This design comes from an exercise in tuning for small area, a short achievable clock period and few clock cycles on the open sky130 flow, not from production work. Where RTL was checked, it was by simulation tests only, not by an equivalence proof against the original. Power and IR drop assume default switching activity.

==> inputs of 08-16 <==
// redmule_streamer
module redmule_streamer (
  input  logic                   clk_i,
  input  logic                   rst_n_i,
  input  logic                   x_start_i,
  input  streamer_pkg::ch_cfg_t  x_cfg_i,
  output logic                   x_valid_o,
  input  logic                   x_ready_i,
  output streamer_pkg::data_t    x_data_o,
  output logic                   x_done_o,
  input  logic                   w_start_i,
  input  streamer_pkg::ch_cfg_t  w_cfg_i,
  output logic                   w_valid_o,
  input  logic                   w_ready_i,
  output streamer_pkg::data_t    w_data_o,
  output logic                   w_done_o,
  input  logic                   y_start_i,
  input  streamer_pkg::ch_cfg_t  y_cfg_i,
  output logic                   y_valid_o,
  input  logic                   y_ready_i,
  output streamer_pkg::data_t    y_data_o,
  output logic                   y_done_o,
  input  logic                   z_start_i,
  input  streamer_pkg::ch_cfg_t  z_cfg_i,
  input  logic                   z_valid_i,
  output logic                   z_ready_o,
  input  streamer_pkg::data_t    z_data_i,
  output logic                   z_done_o,
  output logic                   mem_req_o,
  output streamer_pkg::mem_req_t mem_req_data_o,
  input  logic                   mem_gnt_i,
  input  streamer_pkg::mem_rsp_t mem_rsp_i
);
  logic [4-1:0] elig;
  logic [4-1:0] sel;
  logic [4-1:0] fire;
  ...
==> module tcdm_arbiter, before the edit <==
module tcdm_arbiter (
  input  logic                                         clk_i,
  input  logic                                         rst_n_i,
  input  logic [4-1:0]                    elig_i,
  input  logic [4*32-1:0]   addr_i,
  input  logic [4*32-1:0]   stride_i,
  input  logic                                         mem_gnt_i,
  output logic                                         req_o,
  output streamer_pkg::addr_t                          addr_o,
  output logic [4-1:0]                    sel_o,
  output logic [4-1:0]                    fire_o,
  output streamer_pkg::addr_t                          addr_inc_o
);
  localparam int unsigned N_CH = 4;
  localparam int unsigned AW   = 32;
  logic                req_q;
  logic [N_CH-1:0]     sel_q;
  streamer_pkg::addr_t addr_q;
  streamer_pkg::addr_t stride_q;
  streamer_pkg::addr_t inc_q;
  logic [N_CH-1:0]     cand;
  logic [N_CH-1:0]     pick;
  logic [N_CH-1:0]     pri_q [N_CH];
  logic [N_CH-1:0]     sel_nx;
  logic                hold;
  streamer_pkg::addr_t addr_d;
  streamer_pkg::addr_t stride_d;
  streamer_pkg::addr_t inc_d;
  assign cand = elig_i & ~(req_q ? sel_q : '0);
  always_comb begin
    for (int unsigned c = 0; c < N_CH; c++) begin
      pick[c] = cand[c];
      for (int unsigned j = 0; j < N_CH; j++) begin
        if (j < c && cand[j] && pri_q[j][c]) begin
          pick[c] = 1'b0;
        end
        if (j > c && cand[j] && !pri_q[c][j]) begin
          pick[c] = 1'b0;
        end
      end
    end
  end
  assign hold   = req_q && !mem_gnt_i;
  assign sel_nx = hold ? sel_q : pick;
  assign req_o  = req_q;
  assign addr_o = addr_q;
  assign sel_o  = sel_q;
  assign fire_o = (req_q && mem_gnt_i) ? sel_q : '0;
  always_comb begin
    addr_d   = '0;
    stride_d = '0;
    for (int unsigned c = 0; c < N_CH; c++) begin
      addr_d   = addr_d   | ({AW{sel_nx[c]}} & addr_i[c*AW +: AW]);
      stride_d = stride_d | ({AW{sel_nx[c]}} & stride_i[c*AW +: AW]);
    end
  end
  always_ff @(posedge clk_i) begin
    if (!rst_n_i) begin
      req_q <= 1'b0;
      sel_q <= N_CH'(1);
      for (int unsigned i = 0; i < N_CH; i++) begin
        for (int unsigned j = i + 1; j < N_CH; j++) begin
          pri_q[i][j] <= 1'b1;
        end
      end
    end else if (!hold) begin
      req_q <= (cand != '0);
      if (cand != '0) begin
        sel_q <= pick;
      end
      for (int unsigned i = 0; i < N_CH; i++) begin
        for (int unsigned j = i + 1; j < N_CH; j++) begin
          if (pick[j]) begin
            pri_q[i][j] <= 1'b1;
          end
          if (pick[i]) begin
            pri_q[i][j] <= 1'b0;
          end
        end
      end
    end
  end
  always_comb begin
    logic [AW-1:0] g;
    logic [AW-1:0] p;
    logic [AW-1:0] gn;
    logic [AW-1:0] pn;
    g = addr_q & stride_q;
    p = addr_q ^ stride_q;
    for (int unsigned lvl = 0; lvl < $clog2(AW); lvl++) begin
      gn = g;
      pn = p;
      for (int unsigned i = 0; i < AW; i++) begin
        if (i[lvl]) begin
          gn[i] = g[i] | (p[i] & g[((i >> lvl) << lvl) - 1]);
          pn[i] = p[i] & p[((i >> lvl) << lvl) - 1];
        end
      end
      g = gn;
      p = pn;
    end
    inc_d = (addr_q ^ stride_q) ^ {g[AW-2:0], 1'b0};
  end
  always_ff @(posedge clk_i) begin
    addr_q   <= addr_d;
    stride_q <= stride_d;
    inc_q    <= inc_d;
  end
  assign addr_inc_o = inc_q;
endmodule
==> flow/config.mk <==
export PLATFORM = sky130hd
export DESIGN_NAME = redmule_streamer
export DESIGN_NICKNAME = redmule_streamer
export VERILOG_FILES = /design/flow/design.v
export SDC_FILE = /design/flow/constraint.sdc
export NUM_CORES = 4
export LEC_CHECK = 0
export ABC_AREA = 1
export CAP_MARGIN = 20
export CORE_MARGIN = 2
export CORE_UTILIZATION = 60
export CTS_BUF_LIST = sky130_fd_sc_hd__clkbuf_8
export CTS_CLUSTER_DIAMETER = 60
export CTS_CLUSTER_SIZE = 14
export PLACE_DENSITY = 0.72
export SETUP_SLACK_MARGIN = 3.3
export SLEW_MARGIN = 20
==> flow/constraint.sdc <==
create_clock -name core_clock -period 5.5 [get_ports {clk_i}]
set_input_delay 1.1000 -clock core_clock [delete_from_list [all_inputs] [get_ports {clk_i}]]
set_output_delay 1.1000 -clock core_clock [all_outputs]
set_load 0.01 [all_outputs]
standard.sh (not shown) runs the stock make flow with config.mk's settings and CLKGATE_MAP_FILE= SYNTH_SCRIPT=/design/flow/synth_recipe.tcl, a recipe that flattens the netlist after the stock synthesis.
==> flow/flow/run.sh <==
#!/bin/bash
# The standard layout, with the smallest buffer on every input and output port.
set -euo pipefail
cd "$(dirname "$0")/.."
export BUFFER_PORTS_ARGS="-buffer_cell sky130_fd_sc_hd__buf_1"
bash standard.sh > standard.log 2>&1
==> 10-13 (differences from 08-16) <==
--- a/flow/design.v
+++ b/flow/design.v
@@ -260,26 +260,29 @@
   streamer_pkg::addr_t addr_q;
   streamer_pkg::addr_t stride_q;
   streamer_pkg::addr_t inc_q;
   logic [N_CH-1:0]     cand;
   logic [N_CH-1:0]     pick;
-  logic [N_CH-1:0]     pri_q [N_CH];
   logic [N_CH-1:0]     sel_nx;
   logic                hold;
   streamer_pkg::addr_t addr_d;
   streamer_pkg::addr_t stride_d;
   streamer_pkg::addr_t inc_d;
   assign cand = elig_i & ~(req_q ? sel_q : '0);
   always_comb begin
-    for (int unsigned c = 0; c < N_CH; c++) begin
-      pick[c] = cand[c];
-      for (int unsigned j = 0; j < N_CH; j++) begin
-        if (j < c && cand[j] && pri_q[j][c]) begin
-          pick[c] = 1'b0;
-        end
-        if (j > c && cand[j] && !pri_q[c][j]) begin
-          pick[c] = 1'b0;
+    logic [2*N_CH-1:0] dbl;
+    logic              found;
+    pick  = '0;
+    found = 1'b0;
+    dbl   = {cand, cand};
+    for (int unsigned p = 0; p < N_CH; p++) begin
+      if (sel_q[p]) begin
+        for (int unsigned off = 1; off <= N_CH; off++) begin
+          if (!found && dbl[p + off]) begin
+            found = 1'b1;
+            pick[(p + off) % N_CH] = 1'b1;
+          end
         end
       end
     end
   end
   assign hold   = req_q && !mem_gnt_i;
@@ -298,30 +301,15 @@
   end
   always_ff @(posedge clk_i) begin
     if (!rst_n_i) begin
       req_q <= 1'b0;
       sel_q <= N_CH'(1);
-      for (int unsigned i = 0; i < N_CH; i++) begin
-        for (int unsigned j = i + 1; j < N_CH; j++) begin
-          pri_q[i][j] <= 1'b1;
-        end
-      end
     end else if (!hold) begin
       req_q <= (cand != '0);
       if (cand != '0) begin
         sel_q <= pick;
       end
-      for (int unsigned i = 0; i < N_CH; i++) begin
-        for (int unsigned j = i + 1; j < N_CH; j++) begin
-          if (pick[j]) begin
-            pri_q[i][j] <= 1'b1;
-          end
-          if (pick[i]) begin
-            pri_q[i][j] <= 1'b0;
-          end
-        end
-      end
     end
   end
   always_comb begin
     logic [AW-1:0] g;
     logic [AW-1:0] p;
==> flow/config.mk (replaced) <==
export PLATFORM = sky130hd
export DESIGN_NAME = redmule_streamer
export DESIGN_NICKNAME = redmule_streamer
export VERILOG_FILES = /design/flow/design.v
export SDC_FILE = /design/flow/constraint.sdc
export NUM_CORES = 4
export LEC_CHECK = 0
export CAP_MARGIN = 20
export CORE_MARGIN = 2
export CORE_UTILIZATION = 60
export CTS_BUF_LIST = sky130_fd_sc_hd__clkbuf_8
export CTS_CLUSTER_DIAMETER = 60
export CTS_CLUSTER_SIZE = 14
export PLACE_DENSITY = 0.72
export SETUP_SLACK_MARGIN = 3.0
export SLEW_MARGIN = 20
==> 04-12 (differences from 08-16) <==
--- a/flow/design.v
+++ b/flow/design.v
@@ -85,12 +85,12 @@
   input  logic                  clk_i,
   input  logic                  rst_n_i,
   input  logic                  start_i,
   input  streamer_pkg::ch_cfg_t cfg_i,
   output logic                  elig_o,
-  output streamer_pkg::addr_t   addr_o,
-  output streamer_pkg::addr_t   stride_o,
+  output streamer_pkg::addr_t   addr_nx_o,
+  output streamer_pkg::addr_t   stride_nx_o,
   input  logic                  fire_i,
   input  streamer_pkg::addr_t   addr_inc_i,
   input  streamer_pkg::data_t   rdata_i,
   output logic                  valid_o,
   input  logic                  ready_i,
@@ -108,13 +108,14 @@
   streamer_pkg::data_t data_q;
   logic                start_ok;
   logic                full_d;
   assign start_ok = start_i && !busy_q;
   assign full_d   = arr_q || (full_q && !ready_i);
-  assign elig_o   = busy_q && nz_q && !full_d;
-  assign addr_o   = addr_q;
-  assign stride_o = stride_q;
+  assign elig_o = busy_q ? (nz_q && !fire_i && !full_d)
+                         : (start_ok && (cfg_i.len != '0));
+  assign addr_nx_o   = start_ok ? cfg_i.base : addr_q;
+  assign stride_nx_o = start_ok ? cfg_i.stride : stride_q;
   assign valid_o = full_q;
   assign data_o  = data_q;
   assign done_o  = done_q;
   always_ff @(posedge clk_i) begin
     if (!rst_n_i) begin
@@ -135,23 +136,18 @@
       end
     end
   end
   always_ff @(posedge clk_i) begin
     if (start_ok) begin
-      rleft_q <= cfg_i.len;
-      nz_q    <= (cfg_i.len != '0);
+      rleft_q  <= cfg_i.len;
+      nz_q     <= (cfg_i.len != '0);
+      addr_q   <= cfg_i.base;
+      stride_q <= cfg_i.stride;
     end else if (fire_i) begin
       rleft_q <= rleft_q - 1'b1;
       nz_q    <= (rleft_q != streamer_pkg::len_t'(1));
-    end
-  end
-  always_ff @(posedge clk_i) begin
-    if (start_ok) begin
-      addr_q   <= cfg_i.base;
-      stride_q <= cfg_i.stride;
-    end else if (arr_q) begin
-      addr_q <= addr_inc_i;
+      addr_q  <= addr_inc_i;
     end
   end
   always_ff @(posedge clk_i) begin
     if (arr_q) begin
       data_q <= rdata_i;
@@ -166,22 +162,21 @@
   input  streamer_pkg::ch_cfg_t cfg_i,
   input  logic                  valid_i,
   output logic                  ready_o,
   input  streamer_pkg::data_t   data_i,
   output logic                  elig_o,
-  output streamer_pkg::addr_t   addr_o,
-  output streamer_pkg::addr_t   stride_o,
+  output streamer_pkg::addr_t   addr_nx_o,
+  output streamer_pkg::addr_t   stride_nx_o,
   output streamer_pkg::data_t   wdata_o,
   input  logic                  fire_i,
   input  streamer_pkg::addr_t   addr_inc_i,
   output logic                  done_o
 );
   logic                busy_q;
   logic                done_q;
   logic                rdy_q;
   logic                full_q;     
-  logic                fired_q;    
   logic                one_q;      
   streamer_pkg::len_t  wleft_q;
   streamer_pkg::addr_t addr_q;
   streamer_pkg::addr_t stride_q;
   streamer_pkg::data_t data_q;
@@ -193,46 +188,39 @@
   assign start_ok = start_i && !busy_q;
   assign push     = valid_i && rdy_q;
   assign last     = fire_i && one_q;
   assign full_d   = push || (full_q && !fire_i);
   assign busy_d   = busy_q ? !last : (start_ok && (cfg_i.len != '0));
-  assign elig_o   = busy_q && (push || full_q);
-  assign addr_o   = fired_q ? addr_inc_i : addr_q;
-  assign stride_o = stride_q;
+  assign elig_o      = busy_q && full_d;
+  assign addr_nx_o   = start_ok ? cfg_i.base : addr_q;
+  assign stride_nx_o = start_ok ? cfg_i.stride : stride_q;
   assign ready_o = rdy_q;
   assign wdata_o = data_q;
   assign done_o  = done_q;
   always_ff @(posedge clk_i) begin
     if (!rst_n_i) begin
-      busy_q  <= 1'b0;
-      done_q  <= 1'b0;
-      rdy_q   <= 1'b0;
-      full_q  <= 1'b0;
-      fired_q <= 1'b0;
+      busy_q <= 1'b0;
+      done_q <= 1'b0;
+      rdy_q  <= 1'b0;
+      full_q <= 1'b0;
     end else begin
-      busy_q  <= busy_d;
-      rdy_q   <= busy_d && !full_d;
-      full_q  <= full_d;
-      fired_q <= fire_i;
-      done_q  <= busy_q ? last : (start_ok && (cfg_i.len == '0));
+      busy_q <= busy_d;
+      rdy_q  <= busy_d && !full_d;
+      full_q <= full_d;
+      done_q <= busy_q ? last : (start_ok && (cfg_i.len == '0));
     end
   end
   always_ff @(posedge clk_i) begin
     if (start_ok) begin
-      wleft_q <= cfg_i.len;
-      one_q   <= (cfg_i.len == streamer_pkg::len_t'(1));
+      wleft_q  <= cfg_i.len;
+      one_q    <= (cfg_i.len == streamer_pkg::len_t'(1));
+      addr_q   <= cfg_i.base;
+      stride_q <= cfg_i.stride;
     end else if (fire_i) begin
       wleft_q <= wleft_q - 1'b1;
       one_q   <= (wleft_q == streamer_pkg::len_t'(2));
-    end
-  end
-  always_ff @(posedge clk_i) begin
-    if (start_ok) begin
-      addr_q   <= cfg_i.base;
-      stride_q <= cfg_i.stride;
-    end else if (fired_q) begin
-      addr_q <= addr_inc_i;
+      addr_q  <= addr_inc_i;
     end
   end
   always_ff @(posedge clk_i) begin
     if (push) begin
       data_q <= data_i;
@@ -242,12 +230,12 @@
 `timescale 1ns/1ps
 module tcdm_arbiter (
   input  logic                                         clk_i,
   input  logic                                         rst_n_i,
   input  logic [4-1:0]                    elig_i,
-  input  logic [4*32-1:0]   addr_i,
-  input  logic [4*32-1:0]   stride_i,
+  input  logic [4*32-1:0]   addr_nx_i,
+  input  logic [4*32-1:0]   stride_nx_i,
   input  logic                                         mem_gnt_i,
   output logic                                         req_o,
   output streamer_pkg::addr_t                          addr_o,
   output logic [4-1:0]                    sel_o,
   output logic [4-1:0]                    fire_o,
@@ -257,29 +245,28 @@
   localparam int unsigned AW   = 32;
   logic                req_q;
   logic [N_CH-1:0]     sel_q;
   streamer_pkg::addr_t addr_q;
   streamer_pkg::addr_t stride_q;
-  streamer_pkg::addr_t inc_q;
-  logic [N_CH-1:0]     cand;
   logic [N_CH-1:0]     pick;
-  logic [N_CH-1:0]     pri_q [N_CH];
   logic [N_CH-1:0]     sel_nx;
   logic                hold;
   streamer_pkg::addr_t addr_d;
   streamer_pkg::addr_t stride_d;
-  streamer_pkg::addr_t inc_d;
-  assign cand = elig_i & ~(req_q ? sel_q : '0);
   always_comb begin
-    for (int unsigned c = 0; c < N_CH; c++) begin
-      pick[c] = cand[c];
-      for (int unsigned j = 0; j < N_CH; j++) begin
-        if (j < c && cand[j] && pri_q[j][c]) begin
-          pick[c] = 1'b0;
-        end
-        if (j > c && cand[j] && !pri_q[c][j]) begin
-          pick[c] = 1'b0;
+    logic [2*N_CH-1:0] dbl;
+    logic              found;
+    pick  = '0;
+    found = 1'b0;
+    dbl   = {elig_i, elig_i};
+    for (int unsigned p = 0; p < N_CH; p++) begin
+      if (sel_q[p]) begin
+        for (int unsigned off = 1; off <= N_CH; off++) begin
+          if (!found && dbl[p + off]) begin
+            found = 1'b1;
+            pick[(p + off) % N_CH] = 1'b1;
+          end
         end
       end
     end
   end
   assign hold   = req_q && !mem_gnt_i;
@@ -290,40 +277,29 @@
   assign fire_o = (req_q && mem_gnt_i) ? sel_q : '0;
   always_comb begin
     addr_d   = '0;
     stride_d = '0;
     for (int unsigned c = 0; c < N_CH; c++) begin
-      addr_d   = addr_d   | ({AW{sel_nx[c]}} & addr_i[c*AW +: AW]);
-      stride_d = stride_d | ({AW{sel_nx[c]}} & stride_i[c*AW +: AW]);
+      addr_d   = addr_d   | ({AW{sel_nx[c]}} & addr_nx_i[c*AW +: AW]);
+      stride_d = stride_d | ({AW{sel_nx[c]}} & stride_nx_i[c*AW +: AW]);
     end
   end
   always_ff @(posedge clk_i) begin
     if (!rst_n_i) begin
       req_q <= 1'b0;
       sel_q <= N_CH'(1);
-      for (int unsigned i = 0; i < N_CH; i++) begin
-        for (int unsigned j = i + 1; j < N_CH; j++) begin
-          pri_q[i][j] <= 1'b1;
-        end
-      end
     end else if (!hold) begin
-      req_q <= (cand != '0);
-      if (cand != '0) begin
+      req_q <= (elig_i != '0);
+      if (elig_i != '0) begin
         sel_q <= pick;
       end
-      for (int unsigned i = 0; i < N_CH; i++) begin
-        for (int unsigned j = i + 1; j < N_CH; j++) begin
-          if (pick[j]) begin
-            pri_q[i][j] <= 1'b1;
-          end
-          if (pick[i]) begin
-            pri_q[i][j] <= 1'b0;
-          end
-        end
-      end
     end
   end
+  always_ff @(posedge clk_i) begin
+    addr_q   <= addr_d;
+    stride_q <= stride_d;
+  end
   always_comb begin
     logic [AW-1:0] g;
     logic [AW-1:0] p;
     logic [AW-1:0] gn;
     logic [AW-1:0] pn;
@@ -339,18 +315,12 @@
         end
       end
       g = gn;
       p = pn;
     end
-    inc_d = (addr_q ^ stride_q) ^ {g[AW-2:0], 1'b0};
-  end
-  always_ff @(posedge clk_i) begin
-    addr_q   <= addr_d;
-    stride_q <= stride_d;
-    inc_q    <= inc_d;
+    addr_inc_o = (addr_q ^ stride_q) ^ {g[AW-2:0], 1'b0};
   end
-  assign addr_inc_o = inc_q;
 endmodule
 `timescale 1ns/1ps
 module redmule_streamer (
   input  logic                   clk_i,
   input  logic                   rst_n_i,
@@ -394,31 +364,31 @@
   streamer_pkg::data_t       z_wdata;
   load_source i_x_source (
     .clk_i       (clk_i),     .rst_n_i    (rst_n_i),
     .start_i     (x_start_i), .cfg_i      (x_cfg_i),
     .elig_o      (elig[0]),
-    .addr_o      (x_addr),    .stride_o   (x_stride),
+    .addr_nx_o   (x_addr),    .stride_nx_o (x_stride),
     .fire_i      (fire[0]),   .addr_inc_i (addr_inc),
     .rdata_i     (mem_rsp_i.rdata),
     .valid_o     (x_valid_o), .ready_i    (x_ready_i),
     .data_o      (x_data_o),  .done_o     (x_done_o)
   );
   load_source i_w_source (
     .clk_i       (clk_i),     .rst_n_i    (rst_n_i),
     .start_i     (w_start_i), .cfg_i      (w_cfg_i),
     .elig_o      (elig[1]),
-    .addr_o      (w_addr),    .stride_o   (w_stride),
+    .addr_nx_o   (w_addr),    .stride_nx_o (w_stride),
     .fire_i      (fire[1]),   .addr_inc_i (addr_inc),
     .rdata_i     (mem_rsp_i.rdata),
     .valid_o     (w_valid_o), .ready_i    (w_ready_i),
     .data_o      (w_data_o),  .done_o     (w_done_o)
   );
   load_source i_y_source (
     .clk_i       (clk_i),     .rst_n_i    (rst_n_i),
     .start_i     (y_start_i), .cfg_i      (y_cfg_i),
     .elig_o      (elig[2]),
-    .addr_o      (y_addr),    .stride_o   (y_stride),
+    .addr_nx_o   (y_addr),    .stride_nx_o (y_stride),
     .fire_i      (fire[2]),   .addr_inc_i (addr_inc),
     .rdata_i     (mem_rsp_i.rdata),
     .valid_o     (y_valid_o), .ready_i    (y_ready_i),
     .data_o      (y_data_o),  .done_o     (y_done_o)
   );
@@ -426,21 +396,21 @@
     .clk_i       (clk_i),     .rst_n_i    (rst_n_i),
     .start_i     (z_start_i), .cfg_i      (z_cfg_i),
     .valid_i     (z_valid_i), .ready_o    (z_ready_o),
     .data_i      (z_data_i),
     .elig_o      (elig[3]),
-    .addr_o      (z_addr),    .stride_o   (z_stride),
+    .addr_nx_o   (z_addr),    .stride_nx_o (z_stride),
     .wdata_o     (z_wdata),
     .fire_i      (fire[3]),   .addr_inc_i (addr_inc),
     .done_o      (z_done_o)
   );
   tcdm_arbiter i_arbiter (
     .clk_i       (clk_i),
     .rst_n_i     (rst_n_i),
     .elig_i      (elig),
-    .addr_i      ({z_addr, y_addr, w_addr, x_addr}),
-    .stride_i    ({z_stride, y_stride, w_stride, x_stride}),
+    .addr_nx_i   ({z_addr, y_addr, w_addr, x_addr}),
+    .stride_nx_i ({z_stride, y_stride, w_stride, x_stride}),
     .mem_gnt_i   (mem_gnt_i),
     .req_o       (mem_req_o),
     .addr_o      (mem_req_data_o.addr),
     .sel_o       (sel),
     .fire_o      (fire),
==> flow/run.sh (new file) <==
#!/bin/bash
# synth_recipe.tcl (not shown) runs the flow's synth.tcl, then flattens the netlist and writes it again
# the make line also repeats each setting of config.mk as NAME=value (left out here)
make -C /OpenROAD-flow-scripts/flow DESIGN_CONFIG=/design/flow/config.mk WORK_HOME=/design/flow/orfs CLKGATE_MAP_FILE= SYNTH_SCRIPT=/design/flow/synth_recipe.tcl finish
==> flow/config.mk (replaced) <==
export PLATFORM = sky130hd
export DESIGN_NAME = redmule_streamer
export DESIGN_NICKNAME = redmule_streamer
export VERILOG_FILES = /design/flow/design.v
export SDC_FILE = /design/flow/constraint.sdc
export NUM_CORES = 4
export LEC_CHECK = 0
export CAP_MARGIN = 20
export CORE_MARGIN = 2
export CORE_UTILIZATION = 40
export SLEW_MARGIN = 20
removed: flow/flow/run.sh
removed: flow/standard.sh
==> 04-27 (differences from 08-16) <==
--- a/flow/design.v
+++ b/flow/design.v
@@ -260,26 +260,29 @@
   streamer_pkg::addr_t addr_q;
   streamer_pkg::addr_t stride_q;
   streamer_pkg::addr_t inc_q;
   logic [N_CH-1:0]     cand;
   logic [N_CH-1:0]     pick;
-  logic [N_CH-1:0]     pri_q [N_CH];
   logic [N_CH-1:0]     sel_nx;
   logic                hold;
   streamer_pkg::addr_t addr_d;
   streamer_pkg::addr_t stride_d;
   streamer_pkg::addr_t inc_d;
   assign cand = elig_i & ~(req_q ? sel_q : '0);
   always_comb begin
-    for (int unsigned c = 0; c < N_CH; c++) begin
-      pick[c] = cand[c];
-      for (int unsigned j = 0; j < N_CH; j++) begin
-        if (j < c && cand[j] && pri_q[j][c]) begin
-          pick[c] = 1'b0;
-        end
-        if (j > c && cand[j] && !pri_q[c][j]) begin
-          pick[c] = 1'b0;
+    logic [2*N_CH-1:0] dbl;
+    logic              found;
+    pick  = '0;
+    found = 1'b0;
+    dbl   = {cand, cand};
+    for (int unsigned p = 0; p < N_CH; p++) begin
+      if (sel_q[p]) begin
+        for (int unsigned off = 1; off <= N_CH; off++) begin
+          if (!found && dbl[p + off]) begin
+            found = 1'b1;
+            pick[(p + off) % N_CH] = 1'b1;
+          end
         end
       end
     end
   end
   assign hold   = req_q && !mem_gnt_i;
@@ -298,30 +301,15 @@
   end
   always_ff @(posedge clk_i) begin
     if (!rst_n_i) begin
       req_q <= 1'b0;
       sel_q <= N_CH'(1);
-      for (int unsigned i = 0; i < N_CH; i++) begin
-        for (int unsigned j = i + 1; j < N_CH; j++) begin
-          pri_q[i][j] <= 1'b1;
-        end
-      end
     end else if (!hold) begin
       req_q <= (cand != '0);
       if (cand != '0) begin
         sel_q <= pick;
       end
-      for (int unsigned i = 0; i < N_CH; i++) begin
-        for (int unsigned j = i + 1; j < N_CH; j++) begin
-          if (pick[j]) begin
-            pri_q[i][j] <= 1'b1;
-          end
-          if (pick[i]) begin
-            pri_q[i][j] <= 1'b0;
-          end
-        end
-      end
     end
   end
   always_comb begin
     logic [AW-1:0] g;
     logic [AW-1:0] p;
==> flow/config.mk (replaced) <==
export PLATFORM = sky130hd
export DESIGN_NAME = redmule_streamer
export DESIGN_NICKNAME = redmule_streamer
export VERILOG_FILES = /design/flow/design.v
export SDC_FILE = /design/flow/constraint.sdc
export NUM_CORES = 4
export LEC_CHECK = 0
export CAP_MARGIN = 20
export CORE_MARGIN = 2
export CORE_UTILIZATION = 40
export CTS_CLUSTER_DIAMETER = 100
export CTS_CLUSTER_SIZE = 20
export SETUP_SLACK_MARGIN = 3.0
export SLEW_MARGIN = 20
==> summary.txt <==
- In 04-12 the setup slack is lower than in 04-27, by 1.4 ns.
- Maximum frequency, lowest first: 04-12, 04-27, 10-13, 08-16.
- In 04-12 the synthesized area is larger than in 04-27, by about 12%.
- In 08-16 the non-clock buffer count is higher than in 10-13, by 30.
- Sequential cell count is the same in 10-13 and 04-27.
- Against 04-27, the global-route usage of 10-13 is higher by 8.7 points.
- In sequential power, 10-13 and 04-27 hardly differ.
- Of 04-27 and 08-16, 04-27 has the higher count of clock-buffer cells in the layout (gap 9).
Testbench counts of 08-16, summed over its fixed seeds: cycles 11,314.
Testbench counts of 10-13, summed over its fixed seeds: cycles 11,327.
Testbench counts of 04-27, summed over its fixed seeds: cycles 11,327.
No functional check of the RTL was part of 04-12.

## re-timing with driven ports
How much do the figures lean on ideal ports? The routed layouts below were timed once more, with nothing changed but the port constraints.
Step 1, drivers: a clkbuf_16 drives clk_i and a buf_2 each remaining input, both assumed.
Step 2 times the ports against the registers' clock, not the clock port: input delays grow and output delays shrink by t, the midpoint of the rising clock arrivals with the driver on.
Slacks: ideal ports / drivers / drivers and shift; pairs: ideal ports / drivers.
run	t, ns	setup slack, ns	hold slack, ns	clock arrival spread, ns	worst slew at a driven data input, ns
08-16	0.727	3.123 / 3.065 / 2.630	0.454 / 0.454 / 0.454	0.036 / 0.036	0.17
10-13	0.688	2.915 / 2.915 / 2.366	0.439 / 0.439 / 0.439	0.035 / 0.036	0.13
04-12	0.692	1.476 / 1.502 / 0.810	0.445 / 0.445 / 0.445	0.017 / 0.018	0.14
04-27	0.601	2.877 / 2.890 / 2.289	0.431 / 0.431 / 0.431	0.027 / 0.028	0.15
After both steps every run listed still meets setup and hold. The setup slack of 04-12, which loses most, moves by +0.026 ns with the drivers and by -0.666 ns with both steps.
